Source: an optimization exercise on an open RTL-to-GDS flow (aim: small area and a short achievable clock period). Production flows keep margins and buffers that such runs may drop.
The RTL was checked by simulation tests, not by an equivalence proof against the original design.
No activity file was given, so power comes from the tool's default toggle rates.

==> flow/design.v (outline; a module is shown in full before it is edited, if it fits) <==
// module hwpe_stream_fifo: 51 lines
// module hwpe_shift_fifo: 51 lines
// module hwpe_ctrl_decode: 99 lines
// module hwpe_mac_engine: 782 lines
// module hwpe_result_unit: 55 lines
// module cluster_hwpe_tile: 114 lines
module cluster_hwpe_tile #(
  parameter int unsigned OpndDepth = 4,
  parameter int unsigned ResDepth  = 4
) (
  input  logic                               clk_i,
  input  logic                               rst_n_i,
  input  logic                               wb_cyc_i,
  input  logic                               wb_stb_i,
  input  logic                               wb_we_i,
  input  logic [tile_cfg_pkg::WB_ADDR_W-1:0] wb_adr_i,
  input  logic [tile_cfg_pkg::WB_DATA_W-1:0] wb_dat_i,
  output logic [tile_cfg_pkg::WB_DATA_W-1:0] wb_dat_o,
  output logic                               wb_ack_o,
  output logic                               wb_err_o,
  output logic                               evt_o
);
  // ...
==> flow/flow/run.sh <==
#!/bin/bash
# Standard synthesis, then the standard layout with a tighter setup
# target for repair_timing (the clock and constraints are unchanged).
set -euo pipefail
MARGIN=${MARGIN:-6.8}
bash standard.sh synth > synth.log 2>&1
bash standard.sh SETUP_SLACK_MARGIN=$MARGIN "BUFFER_PORTS_ARGS=-buffer_cell sky130_fd_sc_hd__buf_2" finish > layout.log 2>&1
==> flow/standard.sh <==
#!/bin/bash
# synth_recipe.tcl (not shown) runs the flow's synth.tcl, then flattens the netlist and writes it again
# the make line also repeats each setting of config.mk as NAME=value (left out here)
make -C /OpenROAD-flow-scripts/flow DESIGN_CONFIG=/design/flow/config.mk WORK_HOME=/design/flow/orfs CLKGATE_MAP_FILE= SYNTH_SCRIPT=/design/flow/synth_recipe.tcl "${@:-finish}"
==> flow/config.mk <==
export PLATFORM = sky130hd
export DESIGN_NAME = cluster_hwpe_tile
export DESIGN_NICKNAME = cluster_hwpe_tile
export VERILOG_FILES = /design/flow/design.v
export SDC_FILE = /design/flow/constraint.sdc
export NUM_CORES = 4
export LEC_CHECK = 0
export ABC_CLOCK_PERIOD_IN_PS = 3500
export CAP_MARGIN = 20
export CORE_MARGIN = 2
export CORE_UTILIZATION = 40
export CTS_CLUSTER_DIAMETER = 120
export CTS_CLUSTER_SIZE = 24
export SLEW_MARGIN = 20
==> flow/constraint.sdc <==
create_clock -name core_clock -period 10.0 [get_ports {clk_i}]
set_input_delay 2.0000 -clock core_clock [delete_from_list [all_inputs] [get_ports {clk_i}]]
set_output_delay 2.0000 -clock core_clock [all_outputs]
set_load 0.01 [all_outputs]
==> summary.txt, run 1 <==
WHS Path Cells: 2
Max frequency: 0.300 GHz
Leak pwr: 0.0116 uW
Adder-cell share of the synthesized area: 11.0%
Gr ovfl total: 0
Clk sinks: 497
Critical Path Sink: i_engine.s_q[23]$_DFFE_PP_
Final hold violations: 0
Starting DRC count in detailed routing: 1330
Hold_buf cts: 0
Total number of vias: 17100
Sw Pwr: 2670 uW
WS Path Type: reg -> reg
Post-synthesis instance area: 26900 sq um
Synth-to-Final Area Change: 14.6%
Crit Path Max Fanout: 3
CP delay by family, top: adder cells
Multi-input combinational cell count: 1442
Commonest non-fill, non-tap cells in the layout: edfxtp_1 (368), xnor2_1 (236), nand2_1 (167)
Status: finished clean
Worst path depth: 13
Wire length on met1: 30500 um
Post-DP Area: 28100 sq um
ClkCell Share: 2.42%
Util after Layout: 46.1%
DRT antenna net count: 0
Layout non-clock buf frac: 4.65%
Post-DR wirelength/cell: 21.4 um
Most common cell after layout, fill and taps aside: edfxtp_1
XOR/XNOR Fraction of Synth Area: 12.7%
Clock network power share: 15.1%
Min Tclk post-route: 3330 ps
Mux share of post-synthesis cell area: 6.33%
Sequential area share after synthesis: 51.2%
Total power: 7660 uW
Ys flop type: edfxtp_1
Seq area share: 44.8%
==> inputs of run 2 (changes only) <==
==> flow/flow/run.sh (replaced) <==
#!/bin/bash
# Standard synthesis, then the standard layout with a tighter setup
# target for repair_timing and plain buffers on the ports; each step logs
# to its own file here (the ORFS logs are under orfs/logs).
# The clock and constraints are unchanged.
set -euo pipefail
MARGIN=${MARGIN:-6.8}
bash standard.sh synth > synth.log 2>&1
bash standard.sh SETUP_SLACK_MARGIN=$MARGIN "BUFFER_PORTS_ARGS=-buffer_cell sky130_fd_sc_hd__buf_2" finish > layout.log 2>&1
--- a/flow/config.mk
+++ b/flow/config.mk
@@ -9,6 +9,4 @@
 export CAP_MARGIN = 20
 export CORE_MARGIN = 2
 export CORE_UTILIZATION = 40
-export CTS_CLUSTER_DIAMETER = 120
-export CTS_CLUSTER_SIZE = 24
 export SLEW_MARGIN = 20
==> run 2 against run 1 <==
Net effect: utilization up 0.99 points; count of clock-buffer cells in the layout rose by 32; fmax is 1.6% higher; still clean on timing, DRC and antenna; synthesized area is the same; routed wire length up 0.23%; clock power is about 70% higher; worst hold slack lost 1.5 ps; sequential power is essentially flat; first-iteration DRC count grew 0.53%; cell count rose by 1.4%; die area unchanged; sequential share of layout area shrank 0.96 points.
==> summary.txt, run 2 <==
DRT Pass-1 Iters: 5 (was 6)
Final hold violations: 0 (unchanged)
Register bit total from synthesis: 497 (unchanged)
Vias in the first global route: 17200 (was 16900)
Synth top area cells: edfxtp_1 (41%), xnor2_1 (9.7%), dfxtp_1 (7.3%), fa_1 (4.9%), ha_1 (3.7%) (unchanged)
Largest net degree at the start of global routing: 69 (unchanged)
Comb power frac: 42.9% (was 48.9%)
Min Tclk post-route: 3280 ps (was 3330 ps)
Cell repeated most along the worst path: maj3_2
Initial antenna violation count: 0 (unchanged)
Data required time of the critical path: 10340 ps (was 10360 ps)
Initial Utilization: 40.2% (unchanged)
Synth cell count leaders: edfxtp_1 (368), xnor2_1 (298), nand2_1 (168), inv_1 (120), a22oi_1 (102) (unchanged)
Clk sinks: 497 (unchanged)
Port Buf Inserts: 73 (unchanged)
Core area: 66900 sq um (unchanged)
Remaining DRCs: 0 (unchanged)
Compound-Gate Fraction of Synth Area: 8.82% (unchanged)
Sum Neg Setup Slack: 0 ps (unchanged)
Slew @ Worst Pin: 1020 ps (was 1030 ps)
Routability Congestion: 0.850 (unchanged)
Worst hold endpoint: i_decode.wb_dat_o[30]$_DFF_P_ (unchanged)
Area leader, netlist: edfxtp_1 (unchanged)
Slowest library cell on the worst path: xor3_2 (was edfxtp_1)
Share of post-route cells with drive strength above 1: 23.9% (was 24.0%)
Max frequency: 0.305 GHz (was 0.300 GHz)
I/O pin total: 104 (unchanged)
Post-DP Area: 28100 sq um (unchanged)
FF-to-FF path depth: 11 (was 13)
Slowest cell delay on critical path: 450 ps (was 510 ps)
Post-synthesis simple-gate area fraction: 6.24% (unchanged)
Starting DRC count in detailed routing: 1337 (was 1330)
XOR/XNOR Fraction of Synth Area: 12.7% (unchanged)
Internal Pwr Total: 5510 uW (was 5000 uW)
Post-synthesis instance area: 26900 sq um (unchanged)
Clock skew: 41.5 ps (was 29.4 ps)
Total number of vias: 17300 (was 17100)
Util after Layout: 47.1% (was 46.1%)
Detailed Place HPWL: 46600 um (unchanged)
Netlist cell types: 69 (unchanged)
Die height: 263 um (unchanged)
TritonCTS clock tree: done (unchanged)
Total of max-cap violations: 0 (unchanged)
Die Footprint: 69400 sq um (unchanged)
CTS H-tree depth: 2 (was 1)
Status: finished clean (unchanged)
Reg2reg end: i_engine.s_q[21]$_DFFE_PP_ (was i_engine.s_q[23]$_DFFE_PP_)
Main combinational cell family by area after synthesis: XOR/XNOR gates (unchanged)
Largest regs: i_opnd_fifo.mem_q: 128 flops, i_res_fifo.mem_q: 128 flops (unchanged)
Layout filler cell count: 5914 (was 5955)
Pwr/cell area: 262 nW/um^2 (was 248 nW/um^2)
Unrepaired setup endpoints after global routing: yes (unchanged)
Clock network power share: 23.8% (was 15.1%)
CTS max path bufs: 3 (unchanged)
Synth top area share: 41.0% (unchanged)
Critical R2R Launch: i_opnd_fifo.mem_q[0][12]$_DFFE_PP_ (was i_opnd_fifo.mem_q[0][15]$_DFFE_PP_)
Layout net count: 2522 (was 2503)
HP Start: i_decode.ctrl_q[30]$_DFFE_PP_ (unchanged)
Root buffer cell: clkbuf_16 (unchanged)
FP Rows: 95 (unchanged)
Via density: 5.35 (was 5.37)
Crit Path Max Fanout: 5 (was 3)
Ys flop type: edfxtp_1 (unchanged)
Yosys warnings: 7 (unchanged)
Crit path DAT: 3620 ps (was 3700 ps)
Sw frac: 33.4% (was 34.8%)
Hold/Removal Path Class: reg -> reg (unchanged)
First-pass GRT wire length: 103000 um (was 102000 um)
Clk latency of the worst-skew pair: 640 ps (was 610 ps)
GRT Total Usage: 19.3% (was 19.0%)
DRT antenna net count: 0 (unchanged)
Synth-to-Final Area Change: 17.0% (was 14.6%)
CTS buffer count: 52 (was 25)
Slew Limit Fails: 0 (unchanged)
Adder-cell share of the synthesized area: 11.0% (unchanged)
Sequential area share after synthesis: 51.2% (unchanged)
Sw Pwr: 2760 uW (was 2670 uW)
Top-count cell post-synth: edfxtp_1 (unchanged)
WS Path Type: reg -> reg (unchanged)
Mux share of post-synthesis cell area: 6.33% (unchanged)
Post-Syn Instances: 2184 (unchanged)
Syn avg cell area: 12.3 sq um (unchanged)
Cell area after layout: 31500 sq um (was 30900 sq um)
Post-synth ARST share: 6.24% (unchanged)
Most common cell after layout, fill and taps aside: edfxtp_1 (unchanged)
Hold_buf cts: 0 (unchanged)
WHS Path Cells: 2 (unchanged)
CTS clk-pin slew, worst paths: 60 ps (was 100 ps)
WL final: 68100 um (was 68000 um)
Chip width: 263 um (unchanged)
Crit-path cells: buf_12, clkinvlp_4, buf_4, o22ai_1, xnor2_1, maj3_2, maj3_2, nand2_1, o21ai_1, xor3_2, maj3_1 (was clkinvlp_4, buf_6, buf_4, nor2_4, xnor2_2, xnor2_2, buf_4, buf_4, xnor3_1, xnor2_2, maj3_2, maj3_1, maj3_2)
Critical path launch point type: register (unchanged)
Final setup vio count: 0 (unchanged)
Post-DR wirelength/cell: 21.1 um (was 21.4 um)
Synth Net Count: 2398 (unchanged)
Commonest non-fill, non-tap cells in the layout: edfxtp_1 (368), xnor2_1 (251), nand2_1 (167) (was edfxtp_1 (368), xnor2_1 (236), nand2_1 (167))
R2R setup slack: 6720 ps (was 6670 ps)
Rel. slew slack: 32.2% (was 31.4%)
VDD IR-drop max: 0.000154 V (was 0.000140 V)
Gr ovfl total: 0 (unchanged)
Final period util: 32.8% (was 33.3%)
Crit end category: register (unchanged)
Seq pwr share: 33.3% (was 36.0%)
Leak pwr: 0.0119 uW (was 0.0116 uW)
Post-synth EDFFs: 368 (unchanged)
[run 2: cell counts after synthesis]
No cell type changed its count.
[run 2: repair_timing]
| item | 4_1_cts | 5_1_grt |
|---|---|---|
| pin swaps | 39 | 57 |
| endpoints found under the setup margin | 135 | 107 |
| cloned | 4 | 0 |
| setup buffers | 63 | 23 |
| resized for setup | 95 | 108 |
[run 2: cell type report]
cell class              instances  area (sq um)  share of cell area (%)
diodes                          2          5.00                  0.0159
clock buffers                  74          1520                    4.82
clock inverters                24           259                   0.822
inverters                     131           568                    1.80
multi-input cells            1442         12900                    41.0
flip-flops and latches        497         13800                    43.8
well taps                     873          1090                    3.47
repair buffers                180          1340                    4.24
repair inverters                4          28.8                  0.0913
[run 2: worst max-delay path by stage]
stage	from	to	slack [ps]
2_1_floorplan	wb_adr_i[2]	i_result.head_q[0]$_DFFE_PP_	6570
3_3_place_gp	wb_adr_i[2]	i_result.head_q[26]$_DFFE_PP_	5760
3_5_place_dp	wb_adr_i[2]	i_result.head_q[31]$_DFFE_PP_	5710
4_1_cts	i_opnd_fifo.mem_q[0][15]$_DFFE_PP_	i_engine.c_q[17]$_DFFE_PP_	6690
5_1_grt	i_opnd_fifo.mem_q[0][12]$_DFFE_PP_	i_engine.c_q[17]$_DFFE_PP_	6600
6_report	i_opnd_fifo.mem_q[0][12]$_DFFE_PP_	i_engine.s_q[21]$_DFFE_PP_	6720
[run 2: metal layers]
metal	part of all wire, %	wire length, um	track usage, %	vias up
li1	-	-	-	7970
met1	44	30000	26.6	8608
met2	47	31800	31.0	570
met3	6.1	4170	3.26	115
met4	3.2	2160	6.44	0
met5	0	0	0	-
[run 2: power groups by stage]
stage	clock (uW)	sequential (uW)	combinational [uW]
floorplan	0	2680	2610
global placement	0	2790	3000
detailed placement	0	2800	3100
CTS	2010	2750	3340
global route	2080	2770	3890
finish	1970	2760	3540
[run 2: through the flow]
step	power (uW)	std cells	worst slack, ps	hold slack (ps)
after global routing	8740	3225	6600	520
after floorplan	5290	2184	6570	438
after detailed placement	5900	3037	5710	478
final	8270	3227	6720	489
after global placement	5800	3037	5760	465
after CTS	8100	3202	6690	491
[run 2: worst max-delay path: cells and delay by family, from the launching register on]
family          cells  cell delay, ps
compound gates      2             370
xor+xnor            2             560
fa+ha+maj           3            1060
simple gates        1              70
buf+inv             3             540
flops               1             380
[run 2: cell families (layout without fill, tap and decap cells)]
logic type / after synthesis / after routing
xor+xnor: 373 / 373
mux: 122 / 122
buf+inv: 245 / 413
other cells: 0 / 2
flops: 497 / 497
compound gates: 367 / 367
fa+ha+maj: 208 / 208
simple gates: 372 / 372

==> port drivers added, routing unchanged <==
How much do the figures lean on ideal ports? The routed layouts below were timed once more, with nothing changed but the port constraints. Step 1 sets driving cells, clkbuf_16 on the clock port and buf_2 on the other inputs (assumed; they add their load-dependent delay and slew). Step 2 also shifts input and output timing later by t, the mid clock arrival at the registers, as if the neighbouring blocks saw the same clock. Slacks: ideal ports / drivers / drivers and shift; pairs: ideal ports / drivers.
| run | t, ns | setup slack, ns | worst hold slack (ns) | pins driven straight from the clock port |
|---|---|---|---|---|
| run 1 | 0.653 | 6.665 / 6.665 / 6.394 | 0.490 / 0.490 / 0.490 | 1 |
| run 2 | 0.682 | 6.718 / 6.718 / 6.354 | 0.489 / 0.489 / 0.489 | 1 |
After both steps setup and hold are still met in every run listed. For run 2, which loses most, drivers alone change the setup slack by 0.000 ns; drivers and shift together by -0.364 ns.
